Context: an optimization exercise on an open-source flow, tuned for small area, a short achievable clock period and few clock cycles per item. The choices shown serve that exercise and are no tape-out recipe.
Function was checked by simulation only, so behaviour that the tests miss may differ from the original.
Power figures rest on the tool's default switching activity, not on a simulated workload.

### flow/config.mk
export PLATFORM = sky130hd
export DESIGN_NAME = rv_core
export DESIGN_NICKNAME = rv_core
export VERILOG_FILES = /design/flow/design.v
export SDC_FILE = /design/flow/constraint.sdc
export NUM_CORES = 4
export LEC_CHECK = 0
export CAP_MARGIN = 20
export CORE_MARGIN = 2
export CORE_UTILIZATION = 35
export CTS_CLUSTER_DIAMETER = 55
export CTS_CLUSTER_SIZE = 36
export PLACE_DENSITY = 0.5
export SETUP_SLACK_MARGIN = 3.5
export SLEW_MARGIN = 20
### flow/standard.sh
#!/bin/bash
# synth_recipe.tcl (not shown) runs the flow's synth.tcl, then flattens the netlist and writes it again
# the make line also repeats each setting of config.mk as NAME=value (left out here)
make -C /OpenROAD-flow-scripts/flow DESIGN_CONFIG=/design/flow/config.mk WORK_HOME=/design/flow/orfs CLKGATE_MAP_FILE= SYNTH_SCRIPT=/design/flow/synth_recipe.tcl "${@:-finish}"
### flow/design.v
package rv_core_pkg;
    localparam int xlen       = 32;                    
    localparam int reg_addr_w = 5;                     
    localparam int dmem_words = 16;                    
    localparam int dmem_idx_w = $clog2(dmem_words);    
    localparam logic [xlen-1:0] start_addr = 32'h8000_0000;   
    localparam logic [xlen-1:0] nop_instr  = 32'h0000_0013;   
    typedef enum logic [6:0] {
        op_lui    = 7'b0110111,
        op_imm    = 7'b0010011,
        op_reg    = 7'b0110011,
        op_load   = 7'b0000011,
        op_store  = 7'b0100011,
        op_branch = 7'b1100011,
        op_jal    = 7'b1101111
    } opcode_e;
    typedef enum logic [3:0] {
        alu_add,
        alu_sub,
        alu_and,
        alu_or,
        alu_xor,
        alu_slt,
        alu_sltu,
        alu_sll,
        alu_srl,
        alu_sra,
        alu_pass_b                                     
    } alu_op_e;
    typedef enum logic [2:0] {
        st_fetch,
        st_decode,
        st_exec,
        st_mem,
        st_wb
    } state_e;
endpackage
`timescale 1ns/10ps
module rv_core (
    input  logic                                 clk_i,
    input  logic                                 rstn_i,
    input  logic [rv_core_pkg::xlen-1:0]         imem_data_i,   
    input  logic [rv_core_pkg::xlen-1:0]         addr_i,        
    output logic [rv_core_pkg::xlen-1:0]         imem_addr_o,
    output logic [rv_core_pkg::xlen-1:0]         data_o,        
    output logic                                 update_o,      
    output logic [rv_core_pkg::xlen-1:0]         pc_o,
    output logic [rv_core_pkg::xlen-1:0]         instr_o,
    output logic [rv_core_pkg::reg_addr_w-1:0]   reg_addr_o,
    output logic [rv_core_pkg::xlen-1:0]         reg_data_o,
    output logic [rv_core_pkg::xlen-1:0]         mem_addr_o,
    output logic [rv_core_pkg::xlen-1:0]         mem_data_o,
    output logic                                 mem_wrt_o
);
    localparam int XL  = rv_core_pkg::xlen;
    localparam int NW  = rv_core_pkg::dmem_words;
    localparam int IW  = rv_core_pkg::dmem_idx_w;
    localparam int NR  = 31;                     
    localparam int NRT = 11;                     
    localparam int NWT = 8;                      
    logic [2:0]            ph;                   
    logic [2:0]            clr;                  
    logic                  upd, mw, wv;          
    logic [4:0]            t;                    
    logic [XL-1:0]         pc;                   
    logic [XL-1:0]         pcr, ir;              
    logic [XL-1:0]         opa, opb;             
    logic [4:0]            pa, pb;               
    logic [XL-1:0]         res;                  
    logic [4:0]            rdw;                  
    logic [NR-1:0][XL-1:0] ring;
    logic [NW-1:0][XL-1:0] mem;
    logic [6:0]  op;
    logic [2:0]  f3;
    logic [4:0]  rd;
    logic        d_lui, d_wr, d_load, d_store, d_mem, d_branch, d_jal, d_bsel, d_sub;
    logic        last;
    assign op  = ir[6:0];
    assign f3  = ir[14:12];
    assign rd  = ir[11:7];
    always_ff @(posedge clk_i) begin
        d_lui    <= (op == rv_core_pkg::op_lui);
        d_wr     <= (op == rv_core_pkg::op_lui) | (op == rv_core_pkg::op_imm) |
                    (op == rv_core_pkg::op_reg) | (op == rv_core_pkg::op_jal);
        d_load   <= (op == rv_core_pkg::op_load);
        d_store  <= (op == rv_core_pkg::op_store);
        d_mem    <= (op == rv_core_pkg::op_load) | (op == rv_core_pkg::op_store);
        d_branch <= (op == rv_core_pkg::op_branch);
        d_jal    <= (op == rv_core_pkg::op_jal);
        d_bsel   <= (op == rv_core_pkg::op_reg) | (op == rv_core_pkg::op_branch);
        d_sub    <= (op == rv_core_pkg::op_branch) |
                    (((op == rv_core_pkg::op_reg) | (op == rv_core_pkg::op_imm)) &
                     (f3[2:1] == 2'b01)) |
                    ((op == rv_core_pkg::op_reg) & ir[30] & (f3 == 3'b000));
    end
    assign last = d_mem ? (ph == 3'd4) : (ph == 3'd3);
    logic [XL-1:0] imm_i, imm_s, imm_b, imm_j, imm_u;
    assign imm_i = {{20{ir[31]}}, ir[31:20]};
    assign imm_s = {{20{ir[31]}}, ir[31:25], ir[11:7]};
    assign imm_b = {{19{ir[31]}}, ir[31], ir[7], ir[30:25], ir[11:8], 1'b0};
    assign imm_j = {{11{ir[31]}}, ir[31], ir[19:12], ir[20], ir[30:21], 1'b0};
    assign imm_u = {ir[31:12], 12'b0};
    logic [4:0]     rs1, rs2, p1, p2;
    logic [5:0]     s1, s2;
    logic [NRT-1:0] h1, h2, g1, g2;
    assign rs1 = (ph == 3'd0) ? imem_data_i[19:15] : ir[19:15];
    assign rs2 = (ph == 3'd0) ? imem_data_i[24:20] : ir[24:20];
    assign s1  = {1'b0, imem_data_i[19:15]} + {1'b0, t};
    assign s2  = {1'b0, imem_data_i[24:20]} + {1'b0, t};
    always_comb begin
        for (int j = 0; j < NRT; j++) begin
            if (ph == 3'd0) begin
                h1[j] = (s1 == 6'(3 * j)) | (s1 == 6'(3 * j + NR));
                h2[j] = (s2 == 6'(3 * j)) | (s2 == 6'(3 * j + NR));
            end else begin
                h1[j] = (pa == 5'(3 * j));
                h2[j] = (pb == 5'(3 * j));
            end
        end
    end
    assign p1 = (ph == 3'd0) ? ((s1 >= 6'(NR)) ? 5'(s1 - 6'(NR)) : s1[4:0]) : pa;
    assign p2 = (ph == 3'd0) ? ((s2 >= 6'(NR)) ? 5'(s2 - 6'(NR)) : s2[4:0]) : pb;
    logic          clearing, z1, z2, f1, f2, v1, v2, ok1, ok2;
    logic [XL-1:0] val1, val2;
    assign clearing = !clr[2];
    assign z1 = (rs1 == 5'd0);
    assign z2 = (rs2 == 5'd0);
    assign f1 = !z1 && (rs1 == rdw);
    assign f2 = !z2 && (rs2 == rdw);
    assign v1 = !z1 && !f1 && !clearing;
    assign v2 = !z2 && !f2 && !clearing;
    always_comb begin
        for (int j = 0; j < NRT; j++) begin
            g1[j] = h1[j] & v1;
            g2[j] = h2[j] & v2;
        end
    end
    always_comb begin
        val1 = res & {XL{f1}};
        val2 = res & {XL{f2}};
        for (int j = 0; j < NRT; j++) begin
            val1 = val1 | (ring[3 * j] & {XL{g1[j]}});
            val2 = val2 | (ring[3 * j] & {XL{g2[j]}});
        end
    end
    assign ok1 = (|h1) | !v1;
    assign ok2 = (|h2) | !v2;
    logic [XL-1:0] bb, bx, sum, axb, rot, smask, sh, alu;
    logic [4:0]    shamt, ramt;
    logic          cout, lt, ltu, eq, cond, left, fill;
    assign bb    = d_bsel ? opb : (d_store ? imm_s : imm_i);
    assign bx    = bb ^ {XL{d_sub}};
    assign {cout, sum} = {1'b0, opa} + {1'b0, bx} + {{XL{1'b0}}, d_sub};
    assign ltu   = !cout;
    assign lt    = (opa[XL-1] ^ bb[XL-1]) ? opa[XL-1] : sum[XL-1];
    assign axb   = opa ^ bb;
    assign eq    = (axb == '0);
    assign cond  = (f3[2] ? (f3[1] ? ltu : lt) : eq) ^ f3[0];
    assign left  = !f3[2];                       
    assign shamt = bb[4:0];
    assign ramt  = left ? 5'(-shamt) : shamt;
    assign fill  = ir[30] & !left & opa[XL-1];
    assign rot   = XL'({opa, opa} >> ramt);
    always_comb begin
        for (int i = 0; i < XL; i++) begin
            smask[i] = left ? (5'(i) >= shamt) : (5'(XL - 1 - i) >= shamt);
        end
    end
    assign sh = (rot & smask) | ({XL{fill}} & ~smask);
    always_comb begin
        case (f3)
            3'b000:  alu = sum;
            3'b010:  alu = {31'b0, lt};
            3'b011:  alu = {31'b0, ltu};
            3'b100:  alu = axb;
            3'b110:  alu = opa | bb;
            3'b111:  alu = opa & bb;
            default: alu = sh;
        endcase
    end
    logic [XL-1:0] pc4, result;
    assign pc4 = {pcr[XL-1:2] + 30'd1, pcr[1:0]};
    always_comb begin
        if (d_jal)       result = pc4;
        else if (d_lui)  result = imm_u;
        else if (d_mem)  result = sum;
        else             result = alu;
    end
    logic [XL-1:0] load_data;
    always_comb begin
        load_data = '0;
        for (int w = 0; w < NW; w++) begin
            load_data = load_data | (mem[w] & {XL{res[IW+1:2] == IW'(w)}});
        end
    end
    logic [3:0][XL-1:0] dq;
    always_comb begin
        for (int g = 0; g < 4; g++) begin
            case (addr_i[3:2])
                2'd0:    dq[g] = mem[4 * g];
                2'd1:    dq[g] = mem[4 * g + 1];
                2'd2:    dq[g] = mem[4 * g + 2];
                default: dq[g] = mem[4 * g + 3];
            endcase
        end
        case (addr_i[5:4])
            2'd0:    data_o = dq[0];
            2'd1:    data_o = dq[1];
            2'd2:    data_o = dq[2];
            default: data_o = dq[3];
        endcase
    end
    always_ff @(posedge clk_i) begin
        if (ph == 3'd4 && d_store) mem[res[IW+1:2]] <= opb;
    end
    logic [5:0]     sw;
    logic [NWT-1:0] wh;
    assign sw = {1'b0, rdw} + {1'b0, t};
    always_comb begin
        for (int j = 0; j < NWT; j++) begin
            wh[j] = clearing | ((rdw != 5'd0) && ((sw == 6'(4 * j)) || (sw == 6'(4 * j + NR))));
        end
    end
    always_ff @(posedge clk_i) begin
        for (int p = 0; p < NR; p++) begin
            if (p % 4 == 0 && wh[p / 4]) ring[(p + 1) % NR] <= res;
            else                         ring[(p + 1) % NR] <= ring[p];
        end
    end
    logic [4:0] rdw_next;
    logic       rdw_load;
    always_comb begin
        rdw_load = 1'b0;
        rdw_next = rd;
        if (ph == 3'd3) begin
            rdw_load = 1'b1;
            rdw_next = d_wr ? rd : 5'd0;
        end else if (ph == 3'd4 && d_load) begin
            rdw_load = 1'b1;
        end
    end
    always_ff @(posedge clk_i or negedge rstn_i) begin
        if (!rstn_i) begin
            ph  <= 3'd0;
            clr <= 3'd0;
            upd <= 1'b0;
            mw  <= 1'b0;
            wv  <= 1'b0;
            t   <= 5'd0;
            pc  <= rv_core_pkg::start_addr;
            rdw <= 5'd0;
            res <= '0;
        end else begin
            ph  <= last ? 3'd0 : ph + 3'd1;
            if (clearing) clr <= clr + 3'd1;
            upd <= last;
            mw  <= last & d_store;
            t   <= (t == 5'd30) ? 5'd0 : t + 5'd1;
            if (rdw_load) begin
                rdw <= rdw_next;
                wv  <= (rdw_next != 5'd0);
            end
            if (ph == 3'd3) begin
                res <= result;
                pc  <= (d_jal | (d_branch & cond)) ? pcr + (d_jal ? imm_j : imm_b) : pc4;
            end else if (ph == 3'd4 && d_load) begin
                res <= load_data;
            end
        end
    end
    always_ff @(posedge clk_i) begin
        pa <= (p1 == 5'd30) ? 5'd0 : p1 + 5'd1;
        pb <= (p2 == 5'd30) ? 5'd0 : p2 + 5'd1;
        if (ph == 3'd0) begin
            ir  <= imem_data_i;
            pcr <= pc;
        end
        if (ph <= 3'd2 && ok1) opa <= val1;
        if (ph <= 3'd2 && ok2) opb <= val2;
    end
    assign imem_addr_o = pc;
    assign update_o    = upd;
    assign pc_o        = pcr;
    assign instr_o     = ir;
    assign reg_addr_o  = rdw;
    assign reg_data_o  = res & {XL{wv}};
    assign mem_wrt_o   = mw;
    assign mem_addr_o  = res & {XL{mw}};
    assign mem_data_o  = opb & {XL{mw}};
endmodule
### flow/flow/run.sh
#!/bin/bash
# Standard layout, with the port buffers made from plain buffers instead of the delay cells
# that buffer_ports picks by default. Each tool's output goes to a log file here.
set -euo pipefail
export BUFFER_PORTS_ARGS="-buffer_cell sky130_fd_sc_hd__buf_2"
bash standard.sh finish > standard_make.log 2>&1
### flow/constraint.sdc
create_clock -name core_clock -period 9.0 [get_ports {clk_i}]
set_input_delay 1.8000 -clock core_clock [delete_from_list [all_inputs] [get_ports {clk_i}]]
set_output_delay 1.8000 -clock core_clock [all_outputs]
set_load 0.01 [all_outputs]
==> results_dict.tcl, run 1 <==
set metrics [dict create \
    tightest_slew_ps 1170 \
    postSynthAreaPerCell_um2 12.1 \
    p_per_area_nw_per_um2 206 \
    synth-edff-count 640 \
    maxCapViolCount 0 \
    routedWlPerCell_um 32.5 \
    path_cells "clkbuf_16 -> buf_16 -> mux4_2 -> mux4_2 -> buf_2" \
    ys_seq_area_share_pct 54.3 \
    syn_inst 6343 \
    drive_above_1_share_pct 23.6 \
    io_buffer_count 268 \
    slowest_stage "mux4_2" \
    cts_sinks 1734 \
    irDropWorstVdd_v 0.000164 \
    hpwlAfterDp_um 190000 \
    grt_pass1_vias 56000 \
    post_dp_cell_area_um2 81400 \
    slew_violations 0 \
    syn_area_um2 76500 \
    grt_max_degree 167 \
    die-area_um2 222000 \
    ios 297 \
    min_period_over_period_pct 61.1 \
    crit_buf_inv 3 \
    p_clk_share_pct 38.1 \
    gp_congestion 0.976 \
    die_h_um 471 \
    p_sw_mw 5.53 \
    cts_buffer_depth 3 \
    setup_viol 0 \
    grt_pass1_wl_um 427000 \
    design_area_um2 86900 \
    clk_latency_ps 860 \
    finalSetupTns_ps 0 \
    cts_tree "done" \
    rsz0062_at_grt "true" \
    ant_nets 0 \
    internal_power_mw 12.4 \
    area_growth_pct 13.6 \
    drc 0 \
    netlist-cell-type-count 100 \
    vias 58600 \
    r2r_slack_ps 3570 \
    hold_buffers 0 \
    track_usage_pct 26.5 \
    coreArea_um2 217000 \
    final_common_cell "dfxtp_1" \
    dieWidth_um 471 \
    drt_first_iter_violations 8252 \
    cts_buffers 145 \
    leakage_nw 32.4 \
    wl_um 306000 \
    arrival_ps 3700 \
    layout.nets 6676 \
    synth_flop_cell "dfxtp_1" \
    final_cell_mix "1008 x dfxtp_1, 640 x edfxtp_1, 538 x mux2_2" \
    cts_root_buf "clkbuf_16" \
    synth_nets 6585 \
    cp_max_fo 24 \
    swShare_pct 30.9 \
    grt_overflow 0 \
    yosysWarningCount 1 \
    num_rows 171 \
    grt_antenna_before_repair 23 \
    startpoint_type "primary input" \
    run_status "finished clean" \
    min_path_type "reg2reg" \
    dr.pass1.iters 9 \
    cts_max_level 4 \
    synth-seq-cells 1734 \
    clk_pin_slew_ps 100 \
    layout_min_cycle_time_ps 5500 \
    p_seq_share_pct 46.9 \
    initial_utilization_pct 35.2 \
    fmax_mhz 182 \
    path_delay_family "multiplexers" \
    p_comb_share_pct 15.1 \
    max_slew_margin_pct 21.4 \
    finalClockSkew_ps 60.9 \
    hold_viol_final 0 \
    critPathMaxStageDelay_ps 620 \
    critical_path.endpoint_type "primary output" \
    synth_async_sr_flop_share_pct 4.79 \
    path_class "in2out" \
    viasPerCell 6.22 \
    timing.critical_path.mode_cell "mux4_2" \
    worstPathRequired_ps 7200 \
]
-- flip-flops by register name (all words and copies together) (netlist names), 3 cells and up --
signal,count
pc,32
res,32
ir,32
opa,32
opb,32
pb,5
pa,5
ring,992
mem,512
ph,3
rdw,5
clr,3
t,5
pcr,32
-- per-layer routing --
metal,vias up,track usage (%),wire length [um]
met5,-,0,57
met4,8,12.7,15800
met3,786,5.30,28700
met2,3559,42.0,139000
met1,29600,34.6,123000
li1,24700,-,-
-- per-stage QoR --
step,setup WS (ps),util (%),std cells,hold WS (ps),power [mW]
finish,3500,40.0,9418,306,17.9
global route,3480,40.0,9410,303,18.4
CTS,3470,39.9,9403,303,18.0
detailed placement,2590,37.5,9127,312,11.2
global placement,2700,37.5,9126,310,11.2
floorplan,3460,-,6343,310,9.96
-- synthesized netlist by cell type (52+ instances only) --
master    instances  area share [%]
and2_1          113            0.92
a222oi_1        151             2.0
nor3_1           69            0.45
mux2i_1         175             2.3
ha_1            171             2.8
nand3_1          96            0.63
a32o_1          158             2.1
a221oi_1        126             1.4
clkbuf_1        436             2.1
o21ai_0         175             1.1
xnor2_1         100             1.1
xor2_1           52            0.60
a22oi_1         192             1.9
mux2_2          538             7.9
buf_1            59            0.29
dfrtp_1          82             2.7
mux4_2          146             4.3
a22o_1          145             1.7
nor2_1          240             1.2
nand2_1         405             2.0
edfxtp_1        640              25
inv_1           114            0.56
nand4_1         117            0.96
a21oi_1         263             1.7
dfxtp_1        1011              26
-- area by class of cell --
cell class,instances,area [um^2]
inverter,120,457
antenna,9,22.5
fill,20600,130000
sequential,1734,41500
clock buffer,153,3680
clock inverter,115,1440
multi-input combinational,3958,33000
tap,2854,3570
timing repair buffer,475,3180
-- logic make-up (layout without fill, tap and decap cells) --
logic type	after synthesis	in the layout	synth area share, %
flip-flops	1734	1734	54.3
AO/OA/AOI/OAI	1568	1568	15.6
AND/OR/NAND/NOR	1196	1196	7.50
multiplexers	863	863	14.6
buffers and inverters	652	863	3.32
adder cells (fa/ha/maj)	176	176	2.93
XOR/XNOR	154	155	1.81
other	0	9	0
-- path summary, 6_finish.rpt --
check	from	to	cells after the start
max	addr_i[2]	data_o[1]	5
min	ring[707]$_DFF_P_	ring[739]$_DFF_P_	0
max reg2reg	ir[20]$_DFFE_PN_	res[27]$_DFFE_PN0P_	14
min reg2reg	ring[707]$_DFF_P_	ring[739]$_DFF_P_	0
max in group asynchronous	rstn_i	pc[21]$_DFFE_PN0P_	2
min in group asynchronous	rstn_i	wv$_DFFE_PN0P_	1
-- what timing repair did --
action,CTS,global route
resized for setup,28,12
setup endpoints to repair,75,49
pin swaps,2,0
setup buffers,4,4
gates cloned,4,2
-- power groups by stage --
stage                     logic [mW]  registers (mW)  clock network [mW]
after floorplan                 1.48            8.48                   0
after global routing            2.80            8.41                7.24
after detailed placement        2.59            8.59                   0
after CTS                       2.62            8.41                6.94
after global placement          2.57            8.59                   0
final                           2.70            8.40                6.82
Testbench counts, summed over its fixed seeds: cycles 472,582, instrs 110,324.
==> run 2: changes to the inputs <==
--- a/flow/config.mk
+++ b/flow/config.mk
@@ -9,6 +9,6 @@
 export CORE_MARGIN = 2
 export CORE_UTILIZATION = 35
-export CTS_CLUSTER_DIAMETER = 55
-export CTS_CLUSTER_SIZE = 36
+export CTS_CLUSTER_DIAMETER = 60
+export CTS_CLUSTER_SIZE = 30
 export PLACE_DENSITY = 0.5
 export SETUP_SLACK_MARGIN = 3.5
==> results_dict.tcl, run 2 <==
set metrics [dict create \
    grt_pass1_vias 55900 \
    path_class "in2out" \
    netlist-cell-type-count 100 \
    finalSetupTns_ps 0 \
    synth_common_cells "1011 x dfxtp_1, 640 x edfxtp_1, 538 x mux2_2, 436 x clkbuf_1, 405 x nand2_1" \
    grt_max_degree 167 \
    tightest_slew_ps 1210 \
    yosysWarningCount 1 \
    final_common_cell "dfxtp_1" \
    top_register "ring" \
    drc 0 \
    fmax_mhz 183 \
    min_period_over_period_pct 60.8 \
    die_h_um 471 \
    synth_async_sr_flop_share_pct 4.79 \
    dr.pass1.iters 10 \
    ant_nets 0 \
    timing.critical_path.mode_cell "mux4_2" \
    largest_reg_flops 992 \
    r2r_slack_ps 3670 \
    area_growth_pct 13.1 \
    viasPerCell 6.22 \
    postSynthAreaPerCell_um2 12.1 \
    worstPathRequired_ps 7200 \
    slew_violations 0 \
    grt_antenna_before_repair 27 \
    final_cells 9388 \
    ios 297 \
    post-place-cells 9127 \
    design_area_um2 86500 \
    gp_congestion 0.976 \
    finalClockSkew_ps 54.1 \
    final_core_util_pct 39.8 \
    clk_pin_slew_ps 90 \
    die-area_um2 222000 \
    path_cells "clkbuf_16 -> buf_16 -> mux4_2 -> mux4_2 -> buf_2" \
    syn_area_um2 76500 \
    cts_root_buf "clkbuf_16" \
    final_cell_mix "1008 x dfxtp_1, 640 x edfxtp_1, 538 x mux2_2" \
    cts_tree "done" \
    slowest_stage "mux4_2" \
    wl_um 306000 \
    track_usage_pct 26.5 \
    initial_utilization_pct 35.2 \
    p_comb_share_pct 15.4 \
    cts_max_level 4 \
    ys_top_cells_by_area "dfxtp_1 26%, edfxtp_1 25%, mux2_2 7.9%" \
    grt_overflow 0 \
    cts_sinks 1734 \
    clk_latency_ps 850 \
    min_path_type "reg2reg" \
    crit_buf_inv 3 \
    rsz0062_at_grt "true" \
    synth_flop_cell "dfxtp_1" \
    drive_above_1_share_pct 23.3 \
    yosysTopAreaCellShare_pct 26.5 \
    cts_buffer_depth 3 \
    path_delay_family "multiplexers" \
    maxCapViolCount 0 \
    max_slew_margin_pct 19.3 \
    p_seq_share_pct 47.9 \
    run_status "finished clean" \
    synth-edff-count 640 \
    layout.nets 6663 \
    cts_buffers 133 \
    setup_viol 0 \
    io_buffer_count 268 \
    routedWlPerCell_um 32.6 \
    num_rows 171 \
    post_dp_cell_area_um2 81400 \
    syn_inst 6343 \
    dieWidth_um 471 \
    final.fill_count 20600 \
    synth_nets 6585 \
    p_per_area_nw_per_um2 203 \
    yosysMostFrequentCell "dfxtp_1" \
    irDropWorstVdd_v 0.000148 \
    coreArea_um2 217000 \
    p_clk_share_pct 36.8 \
    total_power_mw 17.6 \
    p_sw_mw 5.42 \
    internal_power_mw 12.1 \
    hold-worst-slack_ps 312 \
    hold_viol_final 0 \
    swShare_pct 30.9 \
    dp_slack_ps 2590 \
    cp_max_fo 24 \
    grt_pass1_wl_um 427000 \
    startpoint_type "primary input" \
    leakage_nw 32.2 \
    vias 58400 \
    arrival_ps 3680 \
    layout_min_cycle_time_ps 5480 \
    hpwlAfterDp_um 190000 \
    synth-seq-cells 1734 \
    ys_seq_area_share_pct 54.3 \
    fin_ws_ps 3520 \
    critical_path.endpoint_type "primary output" \
    drt_first_iter_violations 8246 \
    yosysTopAreaCell "dfxtp_1" \
    critPathMaxStageDelay_ps 620 \
]
[run 2: layer usage]
| layer | up-vias | GRT usage, % | share of wire [%] |
|---|---|---|---|
| met2 | 3575 | 42.3 | 45 |
| met3 | 745 | 4.98 | 9.3 |
| met1 | 29500 | 34.8 | 40 |
| met5 | - | 0 | 0.024 |
| met4 | 8 | 12.1 | 5.0 |
| li1 | 24700 | - | - |
[run 2: power by group through the flow]
stage	Clock, mW	Combinational [mW]	Sequential, mW
2_1_floorplan	0	1.48	8.48
3_3_place_gp	0	2.57	8.59
3_5_place_dp	0	2.59	8.59
4_1_cts	6.55	2.63	8.40
5_1_grt	6.85	2.80	8.41
6_report	6.45	2.70	8.40
[run 2: repair_timing]
action / 4_1_cts / 5_1_grt
buffers inserted: 6 / 1
gates resized for setup: 30 / 11
hold buffers: 0 / 0
cloned: 5 / 1
setup endpoints to repair: 75 / 33
pin swaps: 2 / 1
[run 2: kinds of logic after synthesis]
| kind of cell | count (synthesis) | share of synthesized area, % |
|---|---|---|
| buffers and inverters | 652 | 3.32 |
| DFF | 1734 | 54.3 |
| adders and majority gates | 176 | 2.93 |
| muxes | 863 | 14.6 |
| and+or+nand+nor | 1196 | 7.50 |
| xor gates and xnor gates | 154 | 1.81 |
| AOI/OAI and AO/OA | 1568 | 15.6 |
[run 2: cell type report]
class | count | area [um^2] | share of cell area (%)
clock buffers | 145 | 3400 | 3.94
well taps | 2854 | 3570 | 4.13
clock inverters | 99 | 1300 | 1.50
inverters | 120 | 457 | 0.528
repair buffers | 474 | 3180 | 3.68
flip-flops and latches | 1734 | 41500 | 48.0
multi-input cells | 3958 | 33000 | 38.2
diodes | 4 | 10.0 | 0.0116
[run 2: path summary, 6_finish.rpt]
| kind | from | end | cells after the start |
|---|---|---|---|
| max | addr_i[2] | data_o[1] | 5 |
| min | ring[383]$_DFF_P_ | ring[415]$_DFF_P_ | 0 |
| max reg2reg | opb[21]$_DFFE_PP_ | pc[16]$_DFFE_PN0P_ | 14 |
| min reg2reg | ring[383]$_DFF_P_ | ring[415]$_DFF_P_ | 0 |
| max in group asynchronous | rstn_i | pc[22]$_DFFE_PN0P_ | 2 |
| min in group asynchronous | rstn_i | wv$_DFFE_PN0P_ | 1 |
==> run 3: changes to the inputs <==
==> flow/flow/run.sh (replaced) <==
#!/bin/bash
# Standard layout, with the port buffers made from plain buffers instead of the delay cells
# that buffer_ports picks by default, and clock tree synthesis without dummy loads.
# Each tool's output goes to a log file here.
set -euo pipefail
export BUFFER_PORTS_ARGS="-buffer_cell sky130_fd_sc_hd__buf_2"
export CTS_ARGS="-sink_clustering_enable -repair_clock_nets -sink_clustering_size 30 -sink_clustering_max_diameter 60 -dont_use_dummy_load"
bash standard.sh finish > standard_make.log 2>&1
--- a/flow/config.mk
+++ b/flow/config.mk
@@ -9,7 +9,6 @@
 export CORE_MARGIN = 2
 export CORE_UTILIZATION = 35
-export CTS_CLUSTER_DIAMETER = 60
-export CTS_CLUSTER_SIZE = 30
 export PLACE_DENSITY = 0.5
 export SETUP_SLACK_MARGIN = 3.5
 export SLEW_MARGIN = 20
+export TNS_END_PERCENT = 5
==> results_dict.tcl, run 3 <==
set metrics [dict create \
    worstRegToRegCells 15 \
    ff_latch_area_um2 41500 \
    wl_um 307000 \
    max_slew_margin_pct 18.5 \
    cts_root_buf "clkbuf_16" \
    clk_pin_slew_ps 110 \
    routedWlPerCell_um 33.1 \
    synth_nets 6585 \
    die-area_um2 222000 \
    top_register "ring" \
    postSynthAreaPerCell_um2 12.1 \
    cts_max_level 4 \
    num_rows 171 \
    irDropWorstVdd_v 0.000174 \
    largest_reg_flops 992 \
    drt_first_iter_violations 7821 \
    min_path_type "reg2reg" \
    grt_max_degree 164 \
    busiest_layer "met2" \
    dieWidth_um 471 \
    dr.pass1.iters 8 \
    finalClockSkew_ps 108 \
    ant_nets 0 \
    multiInputGateArea_um2 33000 \
    use_met3_pct 5.51 \
    whs_path_depth 0 \
    yosysTopAreaCell "dfxtp_1" \
    run_status "finished clean" \
    netlist-cell-type-count 100 \
    cts_buffers 133 \
    final_cell_mix "1008 x dfxtp_1, 640 x edfxtp_1, 538 x mux2_2" \
    yosysWarningCount 1 \
    startpoint_type "primary input" \
    die_h_um 471 \
    maxCapViolCount 0 \
    hp-start "ring[38]$_DFF_P_" \
    fmax_mhz 179 \
    drive_above_1_share_pct 22.0 \
    ys_seq_area_share_pct 54.3 \
    coreArea_um2 217000 \
    synth_async_sr_flop_share_pct 4.79 \
    syn_area_um2 76500 \
    layout.nets 6653 \
    area_growth_pct 11.1 \
    vias 58000 \
    synth_flop_cell "dfxtp_1" \
    cts_sinks 1734 \
    reg2reg_from "ir[21]$_DFFE_PN_" \
    hold_viol_final 0 \
    rsz0062_at_grt "true" \
    io_buffer_count 268 \
    finalSetupTns_ps 0 \
    r2r_slack_ps 3460 \
    grt_util_met1_pct 34.5 \
    grt_antenna_before_repair 28 \
    clk_latency_ps 840 \
    track_usage_pct 26.6 \
    final_core_util_pct 39.1 \
    slew_violations 0 \
    leakage_nw 31.5 \
    path_class "in2out" \
    tightest_slew_ps 1210 \
    worstPathRequired_ps 7200 \
    final_common_cell "dfxtp_1" \
    yosysMostFrequentCell "dfxtp_1" \
    final.fill_count 20600 \
    ios 297 \
    min_period_over_period_pct 62.1 \
    critical_path.endpoint_type "primary output" \
    p_per_area_nw_per_um2 193 \
    synth-edff-count 640 \
    setup_viol 0 \
    grt_overflow 0 \
    grt_pass1_wl_um 428000 \
    cts_buffer_depth 3 \
    whs_endpoint "ring[70]$_DFF_P_" \
    gp_congestion 0.976 \
    cts_tree "done" \
    drc 0 \
    synth-seq-cells 1734 \
    grt_pass1_vias 56000 \
    yosysTopAreaCellShare_pct 26.5 \
    syn_inst 6343 \
    synth_common_cells "1011 x dfxtp_1, 640 x edfxtp_1, 538 x mux2_2, 436 x clkbuf_1, 405 x nand2_1" \
    layout_min_cycle_time_ps 5590 \
    cp_max_fo 36 \
    hpwlAfterDp_um 190000 \
    ys_top_cells_by_area "dfxtp_1 26%, edfxtp_1 25%, mux2_2 7.9%" \
    arrival_ps 3790 \
    grtUsageMet2_pct 42.0 \
    initial_utilization_pct 35.2 \
    reg2reg_to "res[18]$_DFFE_PN0P_" \
    viasPerCell 6.26 \
]
## run 3: changes by cell type in the layout (fill, tap and decap cells not counted), moves of 3 or more
cell        previous run  this run
clkbuf_1               9         0
clkinvlp_4             4         0
inv_16                 9         0
clkinv_4              10         0
clkinv_16              3         0
inv_8                 12         0
clkinv_1               9         5
inv_6                 19         0
bufinv_16              4         0
buf_6                  6         3
clkinv_8              19         0
inv_12                 7         0
clkinv_2               8         0
## run 3: power by group
group / leakage, nW / internal [mW] / switching, mW
Combinational: 14.9 / 0.791 / 1.90
Sequential: 15.0 / 8.24 / 0.170
Clock: 1.64 / 2.60 / 2.69
Total: 31.5 / 11.6 / 4.76
## run 3: layout make-up
| class | instances | area share, % |
|---|---|---|
| flip-flops and latches | 1734 | 48.9 |
| multi-input cells | 3957 | 38.9 |
| well taps | 2854 | 4.20 |
| clock buffers | 133 | 3.92 |
| repair buffers | 465 | 3.57 |
| inverters | 120 | 0.533 |
| diodes | 5 | 0.0147 |
## run 3: cell families (layout without fill, tap and decap cells)
logic type | after synthesis | after routing | synth area share, %
compound gates | 1568 | 1568 | 15.6
xor+xnor | 154 | 154 | 1.81
fa+ha+maj | 176 | 176 | 2.93
buf+inv | 652 | 718 | 3.32
flops | 1734 | 1734 | 54.3
mux | 863 | 863 | 14.6
other cells | 0 | 5 | 0
simple gates | 1196 | 1196 | 7.50
## run 3: per-stage QoR
step / total power, mW / std cells / hold WS, ps / setup slack, ps / cell area (um^2)
floorplan: 9.96 / 6343 / 310 / 3040 / 76500
global placement: 11.2 / 9122 / 310 / 2690 / 81400
detailed placement: 11.2 / 9122 / 312 / 2670 / 81400
CTS: 16.4 / 9261 / 272 / 3460 / 84900
global route: 16.9 / 9266 / 278 / 3340 / 84900
finish: 16.4 / 9268 / 287 / 3410 / 84900
## run 3: critical path, stage by stage
cell and delay, ps:
buf_2 340, buf_6 580, mux4_2 580, nand3_1 100, nand2_1 160, buf_2 200
## run 3: worst max-delay path by stage
stage | slack, ps | cells after the start | startpoint | to
after floorplan | 3040 | 9 | imem_data_i[15] | opa[0]$_DFFE_PP_
final | 3410 | 6 | addr_i[4] | data_o[6]
after global placement | 2690 | 5 | addr_i[2] | data_o[21]
after CTS | 3460 | 8 | addr_i[3] | data_o[9]
after detailed placement | 2670 | 5 | addr_i[2] | data_o[21]
after global routing | 3340 | 8 | addr_i[3] | data_o[9]
## run 3: metal layers
metal / share of wire [%] / routed length [um] / vias up
met3: 9.1 / 27700 / 840
met2: 45 / 138000 / 3345
li1: - / - / 24500
met4: 5.8 / 17800 / 8
met5: 0.018 / 54 / -
met1: 40 / 123000 / 29300
## run 3: what timing repair did
item,in CTS,in global routing
setup buffers,2,1
endpoints found under the setup margin,65,63
hold buffers,0,0
pin swaps,0,1
resized for setup,20,5
cloned,4,0
==> run 4: changes to the inputs <==
--- a/flow/config.mk
+++ b/flow/config.mk
@@ -9,6 +9,6 @@
 export CORE_MARGIN = 2
 export CORE_UTILIZATION = 35
+export GPL_TIMING_DRIVEN = 0
 export PLACE_DENSITY = 0.5
 export SETUP_SLACK_MARGIN = 3.5
 export SLEW_MARGIN = 20
-export TNS_END_PERCENT = 5
==> results_dict.tcl, run 4 <==
set metrics [dict create \
    synth_nets 6585 \
    dr.pass1.iters 9 \
    critical_path.endpoint_type "flop" \
    hpwlAfterDp_um 276000 \
    largest_reg_flops 992 \
    fmax_mhz 172 \
    layout_min_cycle_time_ps 5810 \
    io_buffer_count 265 \
    wl_met3_um 39000 \
    arrival_ps 6430 \
    gp_congestion 0.999 \
    layout.nets 7087 \
    worstPathRequired_ps 9620 \
    finalSetupTns_ps 0 \
    tightest_slew_ps 1390 \
    slowest_stage "dfrtp_1" \
    die_h_um 471 \
    synth-edff-count 640 \
    grt_antenna_before_repair 36 \
    cts_buffer_depth 3 \
    vias 62600 \
    coreArea_um2 217000 \
    path_delay_family "buffers and inverters" \
    drive_above_1_share_pct 22.2 \
    setup_viol 0 \
    grt_max_degree 62 \
    grt_pass1_vias 58900 \
    cts_root_buf "clkbuf_16" \
    synth_async_sr_flop_share_pct 4.79 \
    synth-seq-cells 1734 \
    final.fill_count 20700 \
    drc 0 \
    finalClockSkew_ps 113 \
    cp_max_fo 10 \
    maxCapViolCount 0 \
    yosysWarningCount 1 \
    track_usage_pct 33.0 \
    critPathMaxStageDelay_ps 700 \
    cts_sinks 1734 \
    syn_inst 6343 \
    grt_overflow 0 \
    ys_seq_area_share_pct 54.3 \
    rsz0062_at_grt "true" \
    clk_latency_ps 870 \
    dieWidth_um 471 \
    viasPerCell 6.44 \
    synth_flop_cell "dfxtp_1" \
    min_path_type "reg2reg" \
    drt_first_iter_violations 9820 \
    routedWlPerCell_um 39.0 \
    yosysTopAreaCell "dfxtp_1" \
    final_common_cell "dfxtp_1" \
    area_growth_pct 14.8 \
    top_register "ring" \
    final_cell_mix "1010 x dfxtp_1, 640 x edfxtp_1, 538 x mux2_2" \
    cts_max_level 4 \
    cts_buffers 142 \
    startpoint_type "flop" \
    run_status "finished clean" \
    ant_nets 0 \
    m1WireLength_um 143000 \
    p_per_area_nw_per_um2 196 \
    final_core_util_pct 40.4 \
    path_class "reg2reg" \
    grt_pass1_wl_um 508000 \
    yosysTopAreaCellShare_pct 26.5 \
    irDropWorstVdd_v 0.000193 \
    postSynthAreaPerCell_um2 12.1 \
    cts_tree "done" \
    top_layer "met5" \
    slew_violations 0 \
    num_rows 171 \
    ys_top_cells_by_area "dfxtp_1 26%, edfxtp_1 25%, mux2_2 7.9%" \
    netlist-cell-type-count 100 \
    leakage_nw 32.7 \
    path_cells "buf_2 -> inv_1 -> ha_1 -> and2_1 -> buf_2 -> clkbuf_4 -> buf_4 -> a221oi_1 -> nand4_1 -> o21ai_0 -> a211oi_1" \
    met2_length_um 167000 \
    yosysMostFrequentCell "dfxtp_1" \
    min_period_over_period_pct 64.6 \
    clk_pin_slew_ps 100 \
    hold_viol_final 0 \
    wl_um 380000 \
    die-area_um2 222000 \
    timing.critical_path.mode_cell "buf_2" \
    ios 297 \
    max_slew_margin_pct 7.02 \
    crit_buf_inv 5 \
    syn_area_um2 76500 \
    synth_common_cells "1011 x dfxtp_1, 640 x edfxtp_1, 538 x mux2_2, 436 x clkbuf_1, 405 x nand2_1" \
    initial_utilization_pct 35.2 \
]
-- run 4: area by class of cell --
class                   instances  area (um^2)  area share, %
plain buffers                 532         2730           3.11
well taps                    2854         3570           4.07
inverters                     120          454          0.517
diodes                         28         70.1         0.0798
flip-flops and latches       1734        41500           47.3
clock buffers                 142         3550           4.05
repair buffers                358         2870           3.27
multi-input cells            3957        33000           37.6
-- run 4: worst reg2reg max path, delay by kind of cell (launching register included) --
| family | cells | cell delay [ps] |
|---|---|---|
| compound gates | 3 | 1170 |
| buf+inv | 5 | 2360 |
| fa+ha+maj | 1 | 570 |
| flops | 1 | 700 |
| simple gates | 2 | 800 |
-- run 4: layer usage --
metal,GRT usage [%],vias to the layer above
met5,0.411,-
met4,20.9,16
met3,9.14,1305
met2,51.2,4433
met1,40.3,31400
li1,-,25400
-- run 4: path summary, 6_finish.rpt --
check                                   start                  end  slack [ps]  cells after the start
min in group asynchronous              rstn_i   rdw[2]$_DFFE_PN0P_         840                      1
max reg2reg                res[3]$_DFFE_PN0P_  res[22]$_DFFE_PN0P_        3190                     11
min reg2reg                 ring[321]$_DFF_P_    ring[353]$_DFF_P_         250                      0
max                        res[3]$_DFFE_PN0P_  res[22]$_DFFE_PN0P_        3190                     11
max in group asynchronous              rstn_i  res[28]$_DFFE_PN0P_        7380                      2
min                         ring[321]$_DFF_P_    ring[353]$_DFF_P_         250                      0
-- run 4: cells by family (layout without fill, tap and decap cells) --
| kind of cell | after synthesis | after routing | synth area share [%] |
|---|---|---|---|
| fa+ha+maj | 176 | 176 | 2.93 |
| compound gates | 1568 | 1568 | 15.6 |
| simple gates | 1196 | 1196 | 7.50 |
| other cells | 0 | 28 | 0 |
| xor+xnor | 154 | 154 | 1.81 |
| buf+inv | 652 | 1152 | 3.32 |
| mux | 863 | 863 | 14.6 |
| flops | 1734 | 1734 | 54.3 |
-- run 4: timing repair --
| item | 4_1_cts | 5_1_grt |
|---|---|---|
| resized for setup | 186 | 121 |
| hold endpoints to repair | 0 | 0 |
| hold buffers | 0 | 0 |
| gates cloned | 3 | 4 |
| buffers inserted | 16 | 15 |
| endpoints found under the setup margin | 549 | 154 |
| pin swaps | 3 | 6 |
-- run 4: power breakdown --
group | total [mW] | switching (mW) | internal, mW | leakage [nW]
clock | 5.55 | 2.78 | 2.77 | 1.75
combinational | 3.18 | 2.29 | 0.887 | 15.9
sequential | 8.45 | 0.212 | 8.24 | 15.0
total | 17.2 | 5.28 | 11.9 | 32.7
-- run 4: stage by stage --
stage / hold WS (ps) / std cells / power, mW / worst slack, ps / instance area [um^2]
after floorplan: 310 / 6343 / 9.96 / 3460 / 76500
after global placement: 310 / 9462 / 11.5 / 1220 / 81400
after detailed placement: 312 / 9515 / 11.5 / 1720 / 82700
after CTS: 237 / 9676 / 17.0 / 3330 / 87200
after global routing: 228 / 9700 / 17.5 / 3430 / 87700
final: 247 / 9725 / 17.2 / 3190 / 87800
==> run 5: changes to the inputs <==
--- a/flow/config.mk
+++ b/flow/config.mk
@@ -9,5 +9,6 @@
 export CORE_MARGIN = 2
 export CORE_UTILIZATION = 35
-export GPL_TIMING_DRIVEN = 0
+export CTS_CLUSTER_DIAMETER = 60
+export CTS_CLUSTER_SIZE = 30
 export PLACE_DENSITY = 0.5
 export SETUP_SLACK_MARGIN = 3.5
==> results_dict.tcl, run 5 <==
set metrics [dict create \
    run_status "finished clean" \
    hpwlAfterDp_um 190000 \
    vias 58200 \
    total_power_mw 16.4 \
    viasPerCell 6.27 \
    whs_endpoint "ring[415]$_DFF_P_" \
    critical_path.startpoint "addr_i[2]" \
    layout.nets 6662 \
    final_cells 9280 \
    die_h_um 471 \
    fmax_mhz 182 \
    cp_max_fo 24 \
    grt_max_degree 167 \
    whs_path_depth 0 \
    netlist-cell-type-count 100 \
    synth_flop_cell "dfxtp_1" \
    startpoint_type "primary input" \
    syn_inst 6343 \
    max_slew_margin_pct 17.8 \
    yosysTopAreaCellShare_pct 26.5 \
    post-place-cells 9127 \
    synth-seq-cells 1734 \
    maxCapViolCount 0 \
    largest_reg_flops 992 \
    wl_um 306000 \
    initial_utilization_pct 35.2 \
    grt_antenna_before_repair 24 \
    hold-worst-slack_ps 255 \
    io_buffer_count 268 \
    clk_latency_ps 860 \
    postSynthAreaPerCell_um2 12.1 \
    rsz0062_at_grt "true" \
    critPathMaxStageDelay_ps 610 \
    irDropWorstVdd_v 0.000150 \
    r2r_slack_ps 3640 \
    reg2reg_to "res[27]$_DFFE_PN0P_" \
    cts_max_level 4 \
    clk_pin_slew_ps 80 \
    ys_top_cells_by_area "dfxtp_1 26%, edfxtp_1 25%, mux2_2 7.9%" \
    worstPathRequired_ps 7200 \
    hold_buffers 0 \
    num_rows 171 \
    grt_pass1_wl_um 425000 \
    dr.pass1.iters 9 \
    p_per_area_nw_per_um2 193 \
    yosysMostFrequentCell "dfxtp_1" \
    final.fill_count 20700 \
    yosysTopAreaCell "dfxtp_1" \
    path_cells "clkbuf_16 -> buf_16 -> mux4_2 -> mux4_2 -> buf_2" \
    setup_viol 0 \
    slew_violations 0 \
    drive_above_1_share_pct 22.2 \
    track_usage_pct 26.4 \
    yosysWarningCount 1 \
    min_period_over_period_pct 60.9 \
    area_growth_pct 11.3 \
    hp-start "ring[383]$_DFF_P_" \
    gp_congestion 0.976 \
    synth_async_sr_flop_share_pct 4.79 \
    cts_buffers 133 \
    final_cell_mix "1008 x dfxtp_1, 640 x edfxtp_1, 538 x mux2_2" \
    syn_area_um2 76500 \
    layout_min_cycle_time_ps 5480 \
    critical_path.endpoint_type "primary output" \
    min_path_type "reg2reg" \
    cts_root_buf "clkbuf_16" \
    dieWidth_um 471 \
    path_class "in2out" \
    synth_common_cells "1011 x dfxtp_1, 640 x edfxtp_1, 538 x mux2_2, 436 x clkbuf_1, 405 x nand2_1" \
    cts_tree "done" \
    drc 0 \
    coreArea_um2 217000 \
    synth_nets 6585 \
    top_register "ring" \
    timing.critical_path.mode_cell "mux4_2" \
    arrival_ps 3680 \
    finalClockSkew_ps 127 \
    ys_seq_area_share_pct 54.3 \
    die-area_um2 222000 \
    slowest_stage "mux4_2" \
    reg2reg_from "ir[20]$_DFFE_PN_" \
    grt_overflow 0 \
    cts_buffer_depth 3 \
    hold_viol_final 0 \
    worstRegToRegCells 14 \
    leakage_nw 31.6 \
    routedWlPerCell_um 33.0 \
    tightest_slew_ps 1230 \
    ios 297 \
    drt_first_iter_violations 8361 \
    grt_pass1_vias 55600 \
    cts_sinks 1734 \
    finalSetupTns_ps 0 \
    final_common_cell "dfxtp_1" \
    ant_nets 0 \
    synth-edff-count 640 \
]
## run 5: worst max-delay path, delay by kind of cell
family                 cells  cell delay, ps
multiplexers               2            1130
buffers and inverters      3             700
## run 5: area by class of cell
type | count | area (um^2) | share of cell area, %
Tap cell | 2854 | 3570 | 4.20
Antenna cell | 8 | 20.0 | 0.0235
Multi-Input combinational cell | 3958 | 33000 | 38.8
Timing Repair Buffer | 473 | 3160 | 3.71
Inverter | 120 | 457 | 0.537
Clock buffer | 133 | 3330 | 3.91
Sequential cell | 1734 | 41500 | 48.8
## run 5: how the worst max path moves through the flow
stage,end,cells after the start
detailed placement,pc[24]$_DFFE_PN0P_,17
global placement,pc[4]$_DFFE_PN0P_,17
finish,data_o[1],5
floorplan,data_o[12],10
global route,data_o[16],5
CTS,data_o[30],5
## run 5: cell families after synthesis
group                      count (synthesis)  share of synthesized area [%]
AOI/OAI and AO/OA                       1568                           15.6
xor gates and xnor gates                 154                           1.81
adders and majority gates                176                           2.93
buffers and inverters                    652                           3.32
DFF                                     1734                           54.3
muxes                                    863                           14.6
and+or+nand+nor                         1196                           7.50
## run 5: power by group
group          switching [mW]  internal (mW)  total (mW)
Clock                    2.69           2.60        5.30
Sequential              0.172           8.24        8.41
Combinational            1.90          0.798        2.70
Total                    4.77           11.6        16.4
## run 5: routing by layer
metal,part of all wire [%],global-route usage (%),up-vias,wire length (um)
li1,-,-,24500,-
met1,40,34.6,29400,123000
met2,45,42.1,3456,139000
met3,9.2,5.08,776,28000
met4,5.1,12.4,6,15700
met5,0.013,0,-,40
## run 5: through the flow
step	utilization, %	setup slack (ps)	cell area, um^2
detailed placement	37.5	2590	81400
global route	39.2	3480	85100
finish	39.2	3520	85100
global placement	37.5	2700	81400
CTS	39.1	3470	85000
floorplan	-	3460	76500
## run 5: timing repair
item / 4_1_cts / 5_1_grt
hold endpoints to repair: 0 / 0
gates resized for setup: 28 / 14
buffers inserted: 5 / 1
gates cloned: 4 / 2
endpoints found under the setup margin: 76 / 48
pin swaps: 2 / 0
==> run 6: changes to the inputs <==
--- a/flow/config.mk
+++ b/flow/config.mk
@@ -9,7 +9,5 @@
 export CORE_MARGIN = 2
 export CORE_UTILIZATION = 35
-export CTS_CLUSTER_DIAMETER = 60
-export CTS_CLUSTER_SIZE = 30
 export PLACE_DENSITY = 0.5
-export SETUP_SLACK_MARGIN = 3.5
+export SETUP_SLACK_MARGIN = 4.1
 export SLEW_MARGIN = 20
==> results_dict.tcl, run 6 <==
set metrics [dict create \
    run_status "finished clean" \
    rsz0062_at_grt "true" \
    wl_um 310000 \
    path_cells "clkbuf_16 -> buf_4 -> buf_16 -> mux4_2 -> mux4_2 -> buf_2" \
    gp_congestion 0.962 \
    synth_flop_cell "dfxtp_1" \
    cts_root_buf "clkbuf_16" \
    ff_latch_area_um2 41500 \
    num_rows 171 \
    max_slew_margin_pct 9.42 \
    hold-worst-slack_ps 276 \
    layout_min_cycle_time_ps 5320 \
    ys_seq_area_share_pct 54.3 \
    grt_pass1_vias 55700 \
    fmax_mhz 188 \
    ys_top_cells_by_area "dfxtp_1 26%, edfxtp_1 25%, mux2_2 7.9%" \
    tightest_slew_ps 1360 \
    clk_latency_ps 850 \
    clk_pin_slew_ps 100 \
    hpwlAfterDp_um 192000 \
    cts_buffer_depth 3 \
    layout.nets 6729 \
    dieWidth_um 471 \
    largest_reg_flops 992 \
    die-area_um2 222000 \
    worstPathRequired_ps 7200 \
    coreArea_um2 217000 \
    cts_sinks 1734 \
    min_period_over_period_pct 59.1 \
    irDropWorstVdd_v 0.000191 \
    hold_viol_final 0 \
    setup_viol 0 \
    finalClockSkew_ps 106 \
    synth-seq-cells 1734 \
    drc 0 \
    cts_buffers 134 \
    area_growth_pct 13.3 \
    ant_nets 0 \
    die_h_um 471 \
    multiInputGateArea_um2 33400 \
    track_usage_pct 26.8 \
    slew_violations 0 \
    synth_async_sr_flop_share_pct 4.79 \
    netlist-cell-type-count 100 \
    dr.pass1.iters 10 \
    synth_common_cells "1011 x dfxtp_1, 640 x edfxtp_1, 538 x mux2_2, 436 x clkbuf_1, 405 x nand2_1" \
    cp_max_fo 8 \
    grt_overflow 0 \
    critPathMaxStageDelay_ps 510 \
    syn_inst 6343 \
    drive_above_1_share_pct 23.7 \
    min_path_type "reg2reg" \
    cts_max_level 4 \
    viasPerCell 6.25 \
    leakage_nw 32.2 \
    yosysTopAreaCell "dfxtp_1" \
    arrival_ps 3520 \
    postSynthAreaPerCell_um2 12.1 \
    finalSetupTns_ps 0 \
    grt_max_degree 168 \
    startpoint_type "primary input" \
    yosysWarningCount 1 \
    io_buffer_count 268 \
    routedWlPerCell_um 33.2 \
    timing.critical_path.mode_cell "mux4_2" \
    final_cell_mix "1008 x dfxtp_1, 640 x edfxtp_1, 537 x mux2_2" \
    dp_slack_ps 2460 \
    final_common_cell "dfxtp_1" \
    fin_ws_ps 3680 \
    final.fill_count 20600 \
    grt_pass1_wl_um 430000 \
    syn_area_um2 76500 \
    ios 297 \
    grt_antenna_before_repair 23 \
    yosysTopAreaCellShare_pct 26.5 \
    maxCapViolCount 0 \
    drt_first_iter_violations 8595 \
    yosysMostFrequentCell "dfxtp_1" \
    vias 58400 \
    cts_tree "done" \
    critical_path.endpoint_type "primary output" \
    top_register "ring" \
    synth_nets 6585 \
    p_per_area_nw_per_um2 191 \
    slowest_stage "mux4_2" \
    initial_utilization_pct 35.2 \
    synth-edff-count 640 \
    path_class "in2out" \
    hold_buffers 0 \
]
-- run 6: area by class of cell --
class	count	area share, %
multi-input combinational	3959	38.5
inverter	120	0.527
tap	2854	4.12
timing repair buffer	537	4.98
sequential	1734	47.9
antenna	5	0.0144
clock buffer	134	3.87
timing repair inverter	1	0.00866
-- run 6: what timing repair did --
action / CTS / global route
pin swaps: 12 / 21
resized for setup: 137 / 65
setup endpoints to repair: 211 / 198
cloned: 17 / 4
setup buffers: 38 / 20
-- run 6: metrics by stage --
stage	power, mW	utilization, %	cell area [um^2]	instances
after floorplan	9.97	-	76700	6343
after global placement	11.2	37.5	81300	9124
after detailed placement	11.2	37.5	81400	9125
after CTS	16.5	39.6	86100	9314
after global routing	17.0	39.9	86600	9342
final	16.5	39.9	86600	9344
-- run 6: power breakdown --
part | internal, mW | switching (mW)
Sequential | 8.24 | 0.158
Clock | 2.62 | 2.70
Combinational | 0.862 | 1.95
Total | 11.7 | 4.81
-- run 6: metal layers --
metal  routed length (um)  part of all wire [%]  global-route usage (%)  up-vias
met5                    9                0.0029                       0        -
met4                15100                   4.9                    11.8        2
met3                27900                   9.0                    5.23      687
met2               142000                    46                    43.1     3403
met1               125000                    40                    35.1    29600
li1                     -                     -                       -    24600
-- run 6: worst max-delay path, delay by kind of cell --
family | cells | cell delay [ps]
buf+inv | 4 | 680
mux | 2 | 1020
-- run 6: logic make-up (layout without fill, tap and decap cells) --
group           Yosys count  in the layout  share of synthesized area [%]
xor+xnor                154            154                           1.81
other cells               0              5                              0
buf+inv                 652            792                           3.32
flops                  1734           1734                           54.3
mux                     863            863                           14.6
compound gates         1568           1568                           15.6
simple gates           1196           1198                           7.50
fa+ha+maj               176            176                           2.93
-- run 6: path summary, 6_finish.rpt --
path	start	end	slack (ps)	cells past startpoint
max reg2reg	ph[0]$_DFF_PN0_	opa[1]$_DFFE_PP_	4210	15
min in group asynchronous	rstn_i	pc[0]$_DFFE_PN0P_	900	1
min	ring[826]$_DFF_P_	ring[858]$_DFF_P_	280	0
min reg2reg	ring[826]$_DFF_P_	ring[858]$_DFF_P_	280	0
max in group asynchronous	rstn_i	res[4]$_DFFE_PN0P_	6710	2
max	addr_i[2]	data_o[7]	3680	6
==> run 7: changes to the inputs <==
--- a/flow/config.mk
+++ b/flow/config.mk
@@ -10,4 +10,4 @@
 export CORE_UTILIZATION = 35
 export PLACE_DENSITY = 0.5
-export SETUP_SLACK_MARGIN = 4.1
+export SETUP_SLACK_MARGIN = 3.7
 export SLEW_MARGIN = 20
==> results_dict.tcl, run 7 <==
set metrics [dict create \
    min_path_type "reg2reg" \
    dieWidth_um 471 \
    critical_path.endpoint_type "primary output" \
    synth_nets 6585 \
    use_met3_pct 4.90 \
    cts_sinks 1734 \
    synth-seq-cells 1734 \
    rsz0062_at_grt "true" \
    cts_buffers 134 \
    hpwlAfterDp_um 190000 \
    p_clk_share_pct 32.3 \
    p_sw_mw 4.77 \
    grt_overflow 0 \
    total_power_mw 16.4 \
    final_cells 9286 \
    yosysWarningCount 1 \
    syn_area_um2 76500 \
    cp_max_fo 5 \
    worstPathRequired_ps 7200 \
    viasPerCell 6.29 \
    routedWlPerCell_um 33.2 \
    maxCapViolCount 0 \
    hold_viol_final 0 \
    largest_reg_flops 992 \
    synth_async_sr_flop_share_pct 4.79 \
    clk_latency_ps 840 \
    vias 58400 \
    tightest_slew_ps 1260 \
    reg2reg_from "ir[20]$_DFFE_PN_" \
    fin_ws_ps 3680 \
    max_slew_margin_pct 16.1 \
    slew_violations 0 \
    drc 0 \
    arrival_ps 3520 \
    startpoint_type "primary input" \
    dr.pass1.iters 10 \
    die-area_um2 222000 \
    grtUsageMet2_pct 42.6 \
    die_h_um 471 \
    top_register "ring" \
    num_rows 171 \
    gp_congestion 0.999 \
    hold_buffers 0 \
    path_class "in2out" \
    p_per_area_nw_per_um2 192 \
    yosysMostFrequentCell "dfxtp_1" \
    grt_util_met1_pct 35.5 \
    io_buffer_count 268 \
    ios 297 \
    p_seq_share_pct 51.2 \
    finalClockSkew_ps 94.0 \
    critical_path.startpoint "addr_i[2]" \
    internal_power_mw 11.7 \
    final.fill_count 20800 \
    cts_root_buf "clkbuf_16" \
    synth-edff-count 640 \
    syn_inst 6343 \
    ys_top_cells_by_area "dfxtp_1 26%, edfxtp_1 25%, mux2_2 7.9%" \
    layout.nets 6670 \
    leakage_nw 31.7 \
    min_period_over_period_pct 59.1 \
    cts_buffer_depth 3 \
    grt_pass1_wl_um 431000 \
    post-place-cells 9116 \
    layout_min_cycle_time_ps 5320 \
    cts_max_level 4 \
    busiest_layer "met2" \
    setup_viol 0 \
    postSynthAreaPerCell_um2 12.1 \
    fmax_mhz 188 \
    clk_pin_slew_ps 90 \
    yosysTopAreaCellShare_pct 26.5 \
    yosysTopAreaCell "dfxtp_1" \
    final_cell_mix "1008 x dfxtp_1, 640 x edfxtp_1, 538 x mux2_2" \
    cts_tree "done" \
    netlist-cell-type-count 100 \
    run_status "finished clean" \
    drt_first_iter_violations 8122 \
    synth_common_cells "1011 x dfxtp_1, 640 x edfxtp_1, 538 x mux2_2, 436 x clkbuf_1, 405 x nand2_1" \
    finalSetupTns_ps 0 \
    irDropWorstVdd_v 0.000190 \
    drive_above_1_share_pct 22.4 \
    wl_um 309000 \
    p_comb_share_pct 16.5 \
    final_common_cell "dfxtp_1" \
    dp_slack_ps 2720 \
    swShare_pct 29.0 \
    area_growth_pct 11.7 \
    grt_max_degree 181 \
    initial_utilization_pct 35.2 \
    hp-start "ring[383]$_DFF_P_" \
    coreArea_um2 217000 \
    ant_nets 0 \
    track_usage_pct 26.8 \
    synth_flop_cell "dfxtp_1" \
    grt_pass1_vias 56500 \
    grt_antenna_before_repair 25 \
    ys_seq_area_share_pct 54.3 \
]
run 7: cell count changes in the layout (fill, tap and decap cells not counted), sizes merged:
| cell | change |
|---|---|
| xnor2 | +1 |
| buf | -59 |
| clkbuf | +1 |
| diode | +1 |
| bufbuf | -1 |
| nor2b | -1 |
run 7: cells by family after synthesis:
kind of cell	count (synthesis)	share of synthesized area [%]
multiplexers	863	14.6
adder cells (fa/ha/maj)	176	2.93
XOR/XNOR	154	1.81
AO/OA/AOI/OAI	1568	15.6
AND/OR/NAND/NOR	1196	7.50
buffers and inverters	652	3.32
flip-flops	1734	54.3
run 7: per-stage QoR:
step	cell area [um^2]	util (%)	hold WS, ps
4_1_cts	85200	39.2	269
3_5_place_dp	81300	37.4	312
2_1_floorplan	76500	-	310
5_1_grt	85400	39.3	277
6_report	85500	39.4	267
3_3_place_gp	81300	37.4	309
run 7: power by group through the flow:
stage	combinational, mW	clock (mW)	sequential (mW)
floorplan	1.48	0	8.48
global placement	2.56	0	8.60
detailed placement	2.57	0	8.60
CTS	2.62	5.41	8.42
global route	2.80	5.70	8.43
finish	2.71	5.31	8.42
run 7: metal layers:
metal | part of all wire (%) | vias to the layer above
met5 | 0.019 | -
met2 | 45 | 3456
met4 | 5.1 | 8
li1 | - | 24500
met3 | 9.2 | 776
met1 | 40 | 29600
run 7: layout make-up:
class / count / area, um^2 / share of cell area [%]
Antenna cell: 6 / 15.0 / 0.0176
Clock buffer: 134 / 3350 / 3.92
Inverter: 120 / 457 / 0.534
Multi-Input combinational cell: 3959 / 33100 / 38.8
Sequential cell: 1734 / 41500 / 48.6
Tap cell: 2854 / 3570 / 4.18
Timing Repair Buffer: 478 / 3380 / 3.96
Timing Repair inverter: 1 / 7.51 / 0.00879
run 7: worst paths after layout:
| check | endpoint | slack [ps] | depth (start not counted) |
|---|---|---|---|
| max in group asynchronous | res[17]$_DFFE_PN0P_ | 6800 | 2 |
| setup / recovery | data_o[30] | 3680 | 5 |
| hold / removal | ring[415]$_DFF_P_ | 270 | 0 |
| setup reg to reg | res[20]$_DFFE_PN0P_ | 3790 | 14 |
| min in group asynchronous | pc[0]$_DFFE_PN0P_ | 900 | 1 |
| hold reg to reg | ring[415]$_DFF_P_ | 270 | 0 |
run 7: timing repair:
action / 4_1_cts / 5_1_grt
setup endpoints to repair: 84 / 89
buffers inserted: 7 / 8
cloned: 8 / 5
pin swaps: 3 / 2
resized for setup: 59 / 17
run 7: critical path, cell delays in order:
cell	delay, ps
buf_6	200
buf_12	180
mux4_2	510
mux4_2	610
buf_2	200
==> run 8: changes to the inputs <==
--- a/flow/config.mk
+++ b/flow/config.mk
@@ -10,4 +10,4 @@
 export CORE_UTILIZATION = 35
 export PLACE_DENSITY = 0.5
-export SETUP_SLACK_MARGIN = 3.7
+export SETUP_SLACK_MARGIN = 3.9
 export SLEW_MARGIN = 20
==> results_dict.tcl, run 8 <==
set metrics [dict create \
    run_status "finished clean" \
    final_common_cell "dfxtp_1" \
    fmax_mhz 189 \
    layout_min_cycle_time_ps 5300 \
    postSynthAreaPerCell_um2 12.1 \
    cts_sinks 1734 \
    startpoint_type "primary input" \
    min_period_over_period_pct 58.9 \
    synth_common_cells "1011 x dfxtp_1, 640 x edfxtp_1, 538 x mux2_2, 436 x clkbuf_1, 405 x nand2_1" \
    leakage_nw 31.8 \
    routedWlPerCell_um 33.1 \
    maxCapViolCount 0 \
    synth-edff-count 640 \
    largest_reg_flops 992 \
    yosysTopAreaCellShare_pct 26.5 \
    vias 58200 \
    cts_buffers 131 \
    path_class "in2out" \
    yosysWarningCount 1 \
    ant_nets 0 \
    cts_tree "done" \
    layout.nets 6680 \
    rsz0062_at_grt "true" \
    ys_top_cells_by_area "dfxtp_1 26%, edfxtp_1 25%, mux2_2 7.9%" \
    drive_above_1_share_pct 22.6 \
    num_rows 171 \
    track_usage_pct 26.6 \
    clk_latency_ps 850 \
    finalSetupTns_ps 0 \
    dieWidth_um 471 \
    setup_viol 0 \
    die_h_um 471 \
    post_dp_cell_area_um2 81300 \
    cts_max_level 4 \
    tightest_slew_ps 1230 \
    critical_path.endpoint_type "primary output" \
    hold_viol_final 0 \
    max_slew_margin_pct 17.8 \
    final_cell_mix "1008 x dfxtp_1, 640 x edfxtp_1, 538 x mux2_2" \
    irDropWorstVdd_v 0.000169 \
    hpwlAfterDp_um 190000 \
    grt_overflow 0 \
    post-place-cells 9121 \
    wl_um 307000 \
    yosysMostFrequentCell "dfxtp_1" \
    cts_buffer_depth 3 \
    drc 0 \
    die-area_um2 222000 \
    clk_pin_slew_ps 70 \
    drt_first_iter_violations 8037 \
    grt_max_degree 163 \
    ys_seq_area_share_pct 54.3 \
    io_buffer_count 268 \
    grt_antenna_before_repair 18 \
    slew_violations 0 \
    finalClockSkew_ps 125 \
    initial_utilization_pct 35.2 \
    arrival_ps 3500 \
    viasPerCell 6.27 \
    synth_flop_cell "dfxtp_1" \
    grt_pass1_vias 55900 \
    ios 297 \
    cts_root_buf "clkbuf_16" \
    syn_inst 6343 \
    netlist-cell-type-count 100 \
    synth_async_sr_flop_share_pct 4.79 \
    cp_max_fo 8 \
    synth-seq-cells 1734 \
    p_per_area_nw_per_um2 191 \
    worstPathRequired_ps 7200 \
    min_path_type "reg2reg" \
    synth_nets 6585 \
    grt_pass1_wl_um 427000 \
    coreArea_um2 217000 \
    final_cells 9294 \
    gp_congestion 0.959 \
    design_area_um2 85600 \
    yosysTopAreaCell "dfxtp_1" \
    dr.pass1.iters 9 \
    area_growth_pct 11.9 \
    syn_area_um2 76500 \
    top_register "ring" \
]
## run 8: changes by cell type in the layout (fill, tap and decap cells not counted), moves of 3 or more
| cell | before | now |
|---|---|---|
| buf_6 | 7 | 21 |
| buf_2 | 262 | 249 |
| buf_4 | 181 | 194 |
| o21ai_0 | 173 | 169 |
| o21ai_1 | 5 | 9 |
| buf_8 | 1 | 4 |
## run 8: worst max-delay path, stage by stage
cell and delay [ps]:
clkbuf_16 210, buf_12 180, mux4_2 520, mux4_2 580
buf_6 180
## run 8: final timing paths
kind	start	slack, ps	cells past startpoint	end
setup / recovery	addr_i[2]	3700	5	data_o[1]
hold / removal	ring[372]$_DFF_P_	270	0	ring[404]$_DFF_P_
setup reg to reg	ir[7]$_DFFE_PN_	4020	16	pc[16]$_DFFE_PN0P_
hold reg to reg	ring[372]$_DFF_P_	270	0	ring[404]$_DFF_P_
max in group asynchronous	rstn_i	6820	2	res[22]$_DFFE_PN0P_
min in group asynchronous	rstn_i	1040	1	pc[1]$_DFFE_PN0P_
## run 8: timing repair
item                                    CTS  global route
resized for setup                        69            35
pin swaps                                 4             2
endpoints found under the setup margin  104           126
hold buffers                              0             0
setup buffers                            17             8
gates cloned                              9             4
## run 8: cell type report
cell class,count,area (um^2)
diodes,4,10.0
clock buffers,131,3280
fillers,20600,132000
inverters,120,457
multi-input cells,3957,33100
flip-flops and latches,1734,41500
well taps,2854,3570
repair buffers,493,3600
repair inverters,1,5.00
## run 8: where the power goes
part	internal, mW	total (mW)	switching (mW)	leakage [nW]
Clock	2.57	5.23	2.66	1.61
Combinational	0.823	2.74	1.92	15.1
Sequential	8.24	8.39	0.154	15.0
## run 8: cells by family (layout without fill, tap and decap cells)
family | Yosys count | count (layout) | share of synthesized area (%)
other cells | 0 | 4 | 0
buf+inv | 652 | 745 | 3.32
fa+ha+maj | 176 | 176 | 2.93
mux | 863 | 863 | 14.6
xor+xnor | 154 | 154 | 1.81
compound gates | 1568 | 1568 | 15.6
simple gates | 1196 | 1196 | 7.50
flops | 1734 | 1734 | 54.3
## run 8: stage by stage
step                utilization (%)  power [mW]  hold WS [ps]  setup WS, ps
floorplan                         -        9.97           310          3900
global placement               37.5        11.2           310          2550
detailed placement             37.5        11.2           312          2540
CTS                            39.3        16.4           281          3720
global route                   39.4        16.9           284          3690
finish                         39.4        16.4           274          3700
## run 8: routing by layer
metal	GRT usage, %	routed length, um	vias up
met1	34.7	123000	29500
met5	0	34	-
met3	5.69	28300	724
li1	-	-	24600
met2	42.3	141000	3474
met4	11.9	15100	4

## what the ideal ports hide
No port has a modelled driver above. Below, the same layouts with a new extraction and two added sets of constraints. Step 1: set_driving_cell puts a clkbuf_16 on clk_i and a buf_2 on each other input, an assumption about the parent block. Step 2 moves the port delays by t, midway between the first and last clock arrival at a register: inputs arrive t later, outputs are due t later. That takes back most of the time a late clock gives input paths. Three values: no drivers, after step 1, after step 2; two values: the first two.
run | t, ns | setup slack, ns | hold WS [ns] | worst setup path at the end | cell pins on the clock port's net
run 1 | 0.919 | 3.499 / 3.207 / 2.935 | 0.306 / 0.306 / 0.306 | input to register | 1
run 2 | 0.914 | 3.524 / 3.233 / 2.938 | 0.312 / 0.312 / 0.312 | input to register | 1
run 3 | 0.888 | 3.411 / 3.201 / 2.736 | 0.287 / 0.287 / 0.287 | input to register | 1
run 4 | 0.902 | 3.188 / 3.188 / 2.641 | 0.247 / 0.247 / 0.247 | input to register | 1
run 5 | 0.885 | 3.519 / 3.237 / 2.938 | 0.255 / 0.255 / 0.255 | input to register | 1
run 6 | 0.886 | 3.682 / 3.523 / 3.317 | 0.276 / 0.276 / 0.276 | input to register | 1
run 7 | 0.883 | 3.678 / 3.382 / 3.088 | 0.267 / 0.267 / 0.267 | input to register | 1
run 8 | 0.883 | 3.701 / 3.354 / 3.166 | 0.274 / 0.274 / 0.274 | input to register | 1
After both steps setup and hold are still met in every run listed. The setup slack of run 3, which loses most, moves by -0.210 ns with the drivers and by -0.675 ns with both steps.
